From an optimization exercise on the open Yosys and OpenROAD flow, aimed at small area, a short achievable clock period and few clock cycles per item; shortcuts taken in it are not production practice. Only simulation tests tie the RTL to the original design; equivalence was not proved.

==> flow/design.v <==
package wupd_pkg;
    localparam int NUM_TAPS   = 8;
    localparam int ERR_W      = 14;
    localparam int REF_W      = 14;
    localparam int WEIGHT_W   = 16;
    localparam int PROD_W     = 28;
    localparam int NORM_W     = 32;
    localparam int NORM_SHIFT = 10;
    localparam int QUOT_W     = 27;
    typedef logic signed [ERR_W-1:0]    err_t;
    typedef logic signed [REF_W-1:0]    ref_t;
    typedef logic signed [WEIGHT_W-1:0] weight_t;
    typedef logic signed [PROD_W-1:0]   prod_t;
    typedef logic signed [NORM_W-1:0]   norm_t;
    typedef logic [$clog2(NUM_TAPS)-1:0] tap_idx_t;
    typedef ref_t    [NUM_TAPS-1:0] ref_vec_t;
    typedef weight_t [NUM_TAPS-1:0] weight_vec_t;
    typedef struct packed
    {
        prod_t   prod;       
        weight_t weight;     
    } div_req_t;
    typedef enum logic [1:0]
    {
        S_IDLE,
        S_MULT,
        S_DIV,
        S_WAIT
    } seq_state_t;
endpackage
`timescale 1ns/10ps
module weight_update_top
(
    input  logic                  clk,
    input  logic                  rstn,
    input  logic                  start,
    input  wupd_pkg::err_t        e,
    input  wupd_pkg::ref_vec_t    ref_vec,
    input  wupd_pkg::norm_t       n,
    output wupd_pkg::weight_vec_t weights,
    output logic                  busy,
    output logic                  done
);
    localparam int K  = 4;               
    localparam int NW = 26;              
    localparam int DW = 21;              
    localparam int XW = 20;              
    localparam int NI = XW / K;          
    localparam int CW = $clog2(NI);
    logic       accept;
    logic [3:0] ft;          
    logic       mv;          
    logic       m_en;
    logic       pv;          
    logic       dv;          
    logic       dtl;         
    logic [CW-1:0] cnt;        
    logic       wbv;         
    logic       wbl;         
    logic       dlast;
    logic       dload;
    logic       p_en;
    logic [CW-1:0] ld_cnt;      
    assign accept = start && !busy;
    assign dlast  = dv && (cnt == '0);
    assign dload  = pv && (!dv || dlast);
    assign p_en   = mv && (!pv || dload);
    assign m_en   = busy && !done && (!mv || p_en) && !ft[3];
    always_ff @(posedge clk or negedge rstn)
    begin
        if (!rstn)
        begin
            busy <= 1'b0;
            done <= 1'b0;
            ft   <= '0;
            mv   <= 1'b0;
            pv   <= 1'b0;
            dv   <= 1'b0;
            dtl  <= 1'b0;
            cnt  <= '0;
            wbv  <= 1'b0;
            wbl  <= 1'b0;
        end
        else
        begin
            done <= wbv && wbl;
            if (accept)
                busy <= 1'b1;
            else if (done)
                busy <= 1'b0;
            if (wbv && wbl)
                ft <= '0;
            else if (m_en)
                ft <= ft + 1'b1;
            if (m_en)
                mv <= 1'b1;
            else if (p_en)
                mv <= 1'b0;
            if (p_en)
                pv <= 1'b1;
            else if (dload)
                pv <= 1'b0;
            if (dload)
            begin
                dv  <= 1'b1;
                dtl <= ft[3] && !mv;
                cnt <= ld_cnt;
            end
            else if (dlast)
                dv <= 1'b0;
            else if (dv)
                cnt <= cnt - 1'b1;
            wbv <= dlast;
            wbl <= dlast && dtl;
        end
    end
    logic [3:0]  ft_nx;
    logic [13:0] r_sel;
    logic [13:0] em_q;
    logic [13:0] rx_q;       
    logic        rs_q;
    logic        sg_q;
    logic [DW-1:0] d_q;
    logic        dok_q;
    logic [4:0]  dbl_q;
    logic [4:0]  dbl;
    logic [8*14-1:0] ref_flat;
    assign ft_nx    = (wbv && wbl) ? 4'd0 : (ft + 4'(m_en));
    assign ref_flat = ref_vec;
    assign r_sel    = ref_flat[ft_nx[2:0]*14 +: 14];
    always_comb
    begin
        dbl = '0;
        for (int i = 0; i < DW; i++)
            if (n[10 + i])
                dbl = 5'(i + 1);
    end
    always_ff @(posedge clk)
    begin
        em_q  <= e[13] ? 14'(-e) : 14'(e);
        rx_q  <= r_sel ^ {14{r_sel[13]}};
        rs_q  <= r_sel[13];
        sg_q  <= e[13] ^ r_sel[13];
        d_q   <= n[30:10];
        dok_q <= !n[31] && (n[30:10] != '0);
        dbl_q <= dbl;
    end
    logic [21:0]   mh_q;
    logic [5:0]    ml_q;
    logic          ms_q;
    logic          mneg_q;
    logic [NW-1:0] p_q;
    logic          pneg_q;
    logic [27:0]   prod;
    always_ff @(posedge clk)
    begin
        if (m_en)
        begin
            mh_q   <= {8'b0, em_q} * {14'b0, rx_q[13:6]};
            ml_q   <= rx_q[5:0];
            ms_q   <= rs_q;
            mneg_q <= sg_q;
        end
    end
    assign prod = {mh_q, 6'b0}
                + {14'b0, em_q} * {22'b0, ml_q}
                + (ms_q ? {14'b0, em_q} : 28'b0)
                + {27'b0, mneg_q};
    always_ff @(posedge clk)
    begin
        if (p_en)
        begin
            p_q    <= prod[NW:1];
            pneg_q <= mneg_q;
        end
    end
    logic [4:0]          nbl;
    logic signed [6:0]   j0;
    logic                ld_sat;
    logic [DW+XW-1:0]    ax0;
    always_comb
    begin
        nbl = '0;
        for (int i = 0; i < NW; i++)
            if (p_q[i])
                nbl = 5'(i + 1);
    end
    assign j0 = 7'(nbl) - 7'(dbl_q);
    always_comb
    begin
        ld_cnt = '0;
        for (int c = 1; c < NI; c++)
            if (!j0[6] && (j0[5:0] >= 6'(K * c)))
                ld_cnt = CW'(c);
        ld_sat = !j0[6] && (j0[5:0] >= 6'(XW));
    end
    always_comb
    begin
        ax0 = '0;
        for (int c = 0; c < NI; c++)
            if (ld_cnt == CW'(c))
                ax0 = (DW+XW)'({{(DW+XW-NW){1'b0}}, p_q} << (XW - K * (c + 1)));
    end
    logic [DW-1:0] a_q;
    logic [XW-1:0] x_q;
    logic          dneg_q;
    logic          dsat_q;
    logic [DW-1:0] a_nx;
    logic [XW-1:0] x_nx;
    logic [DW+1:0] d3_q;
    always_ff @(posedge clk)
        d3_q <= {1'b0, d_q, 1'b0} + {2'b0, d_q};
    always_comb
    begin
        logic [DW+1:0] ash;
        logic [DW+2:0] t1;
        logic [DW+2:0] t2;
        logic [DW+2:0] t3;
        a_nx = a_q;
        x_nx = x_q;
        for (int k = 0; k < K / 2; k++)
        begin
            ash = {a_nx, x_nx[XW-1 -: 2]};
            t1  = {1'b0, ash} - {3'b0, d_q};
            t2  = {1'b0, ash} - {2'b0, d_q, 1'b0};
            t3  = {1'b0, ash} - {1'b0, d3_q};
            if (!t3[DW+2])
            begin
                a_nx = t3[DW-1:0];
                x_nx = {x_nx[XW-3:0], 2'd3};
            end
            else if (!t2[DW+2])
            begin
                a_nx = t2[DW-1:0];
                x_nx = {x_nx[XW-3:0], 2'd2};
            end
            else if (!t1[DW+2])
            begin
                a_nx = t1[DW-1:0];
                x_nx = {x_nx[XW-3:0], 2'd1};
            end
            else
            begin
                a_nx = ash[DW-1:0];
                x_nx = {x_nx[XW-3:0], 2'd0};
            end
        end
    end
    always_ff @(posedge clk)
    begin
        if (dload)
        begin
            {a_q, x_q} <= ax0;
            dneg_q     <= pneg_q;
            dsat_q     <= ld_sat;
        end
        else
        begin
            a_q <= a_nx;
            x_q <= x_nx;
        end
    end
    logic [XW-1:0]       wq_q;
    logic                wneg_q;
    logic                wsat_q;
    logic [8*16-1:0]     ring;
    logic signed [15:0]  w0;
    logic signed [XW+1:0] sum;
    logic [15:0]         wres;
    localparam logic signed [XW+1:0] S_MAX = 32767;
    localparam logic signed [XW+1:0] S_MIN = -32768;
    always_ff @(posedge clk)
    begin
        wq_q   <= x_nx;
        wneg_q <= dneg_q;
        wsat_q <= dsat_q;
    end
    assign w0  = ring[15:0];
    assign sum = wneg_q ? ((XW+2)'(w0) - (XW+2)'({2'b00, wq_q}))
                        : ((XW+2)'(w0) + (XW+2)'({2'b00, wq_q}));
    always_comb
    begin
        if (!dok_q)
            wres = w0;
        else if (wsat_q)
            wres = wneg_q ? 16'h8000 : 16'h7fff;
        else if (sum > S_MAX)
            wres = 16'h7fff;
        else if (sum < S_MIN)
            wres = 16'h8000;
        else
            wres = sum[15:0];
    end
    always_ff @(posedge clk or negedge rstn)
    begin
        if (!rstn)
        begin
            ring <= '0;
        end
        else if (wbv)
        begin
            ring <= {wres, ring[8*16-1:16]};
        end
    end
    assign weights = ring;
endmodule
==> flow/config.mk <==
export PLATFORM = sky130hd
export DESIGN_NAME = weight_update_top
export DESIGN_NICKNAME = weight_update_top
export VERILOG_FILES = /design/flow/design.v
export SDC_FILE = /design/flow/constraint.sdc
export NUM_CORES = 4
export LEC_CHECK = 0
export ABC_AREA = 1
export CAP_MARGIN = 20
export CORE_MARGIN = 2
export CORE_UTILIZATION = 40
export SLEW_MARGIN = 20
==> flow/constraint.sdc <==
create_clock -name core_clock -period 10.0 [get_ports {clk}]
set_input_delay 2.0000 -clock core_clock [delete_from_list [all_inputs] [get_ports {clk}]]
set_output_delay 2.0000 -clock core_clock [all_outputs]
set_load 0.01 [all_outputs]
run.sh (not shown) runs the stock make flow with config.mk's settings and CLKGATE_MAP_FILE= SYNTH_SCRIPT=/design/flow/synth_recipe.tcl, a recipe that flattens the netlist after the stock synthesis.
Testbench counts at the start, summed over its fixed seeds: cycles 7,465, updates 384.
Then changed:
--- a/flow/design.v
+++ b/flow/design.v
@@ -42,8 +42,8 @@
     output logic                  done
 );
-    localparam int K  = 4;               
+    localparam int K  = 2;               
     localparam int NW = 26;              
     localparam int DW = 21;              
-    localparam int XW = 20;              
+    localparam int XW = 18;              
     localparam int NI = XW / K;          
     localparam int CW = $clog2(NI);
@@ -208,40 +208,23 @@
     logic [DW-1:0] a_nx;
     logic [XW-1:0] x_nx;
-    logic [DW+1:0] d3_q;
-    always_ff @(posedge clk)
-        d3_q <= {1'b0, d_q, 1'b0} + {2'b0, d_q};
-    always_comb
-    begin
-        logic [DW+1:0] ash;
-        logic [DW+2:0] t1;
-        logic [DW+2:0] t2;
-        logic [DW+2:0] t3;
+    always_comb
+    begin
+        logic [DW:0] ash;
+        logic [DW:0] dif;
         a_nx = a_q;
         x_nx = x_q;
-        for (int k = 0; k < K / 2; k++)
-        begin
-            ash = {a_nx, x_nx[XW-1 -: 2]};
-            t1  = {1'b0, ash} - {3'b0, d_q};
-            t2  = {1'b0, ash} - {2'b0, d_q, 1'b0};
-            t3  = {1'b0, ash} - {1'b0, d3_q};
-            if (!t3[DW+2])
+        for (int k = 0; k < K; k++)
+        begin
+            ash = {a_nx, x_nx[XW-1]};
+            dif = ash - {1'b0, d_q};
+            if (!dif[DW])
             begin
-                a_nx = t3[DW-1:0];
-                x_nx = {x_nx[XW-3:0], 2'd3};
-            end
-            else if (!t2[DW+2])
-            begin
-                a_nx = t2[DW-1:0];
-                x_nx = {x_nx[XW-3:0], 2'd2};
-            end
-            else if (!t1[DW+2])
-            begin
-                a_nx = t1[DW-1:0];
-                x_nx = {x_nx[XW-3:0], 2'd1};
+                a_nx = dif[DW-1:0];
+                x_nx = {x_nx[XW-2:0], 1'b1};
             end
             else
             begin
                 a_nx = ash[DW-1:0];
-                x_nx = {x_nx[XW-3:0], 2'd0};
+                x_nx = {x_nx[XW-2:0], 1'b0};
             end
         end
- worst setup slack is better by 0.89 ns
- global-route usage went down by 2.1 points
- hold slack hardly moves
- synthesized area went down by about a fifth
- cell count went down by about a fifth
- via count went down by a quarter to a third
- final area went down by about a fifth
Testbench counts after the change, summed over its fixed seeds: cycles 10,893, updates 384.

## what the ideal ports hide
How much do the figures lean on ideal ports? The routed layouts below were timed once more, with nothing changed but the port constraints.
Step 1: set_driving_cell puts a clkbuf_16 on clk and a buf_2 on each other input, an assumption about the parent block.
Step 2 times the ports against the registers' clock, not the clock port: input delays grow and output delays shrink by t, the midpoint of the rising clock arrivals with the driver on.
a / b / c = ideal / step 1 / step 2; a / b = the first two.
run	shift t [ns]	slack for setup (ns)	worst register clock-pin slew, ns	cell pins on the clock port's net
the first run	0.639	3.524 / 3.524 / 3.524	0.07 / 0.07	1
the second run	0.627	4.416 / 4.416 / 4.416	0.06 / 0.06	1
After both steps setup and hold are still met in every run listed.
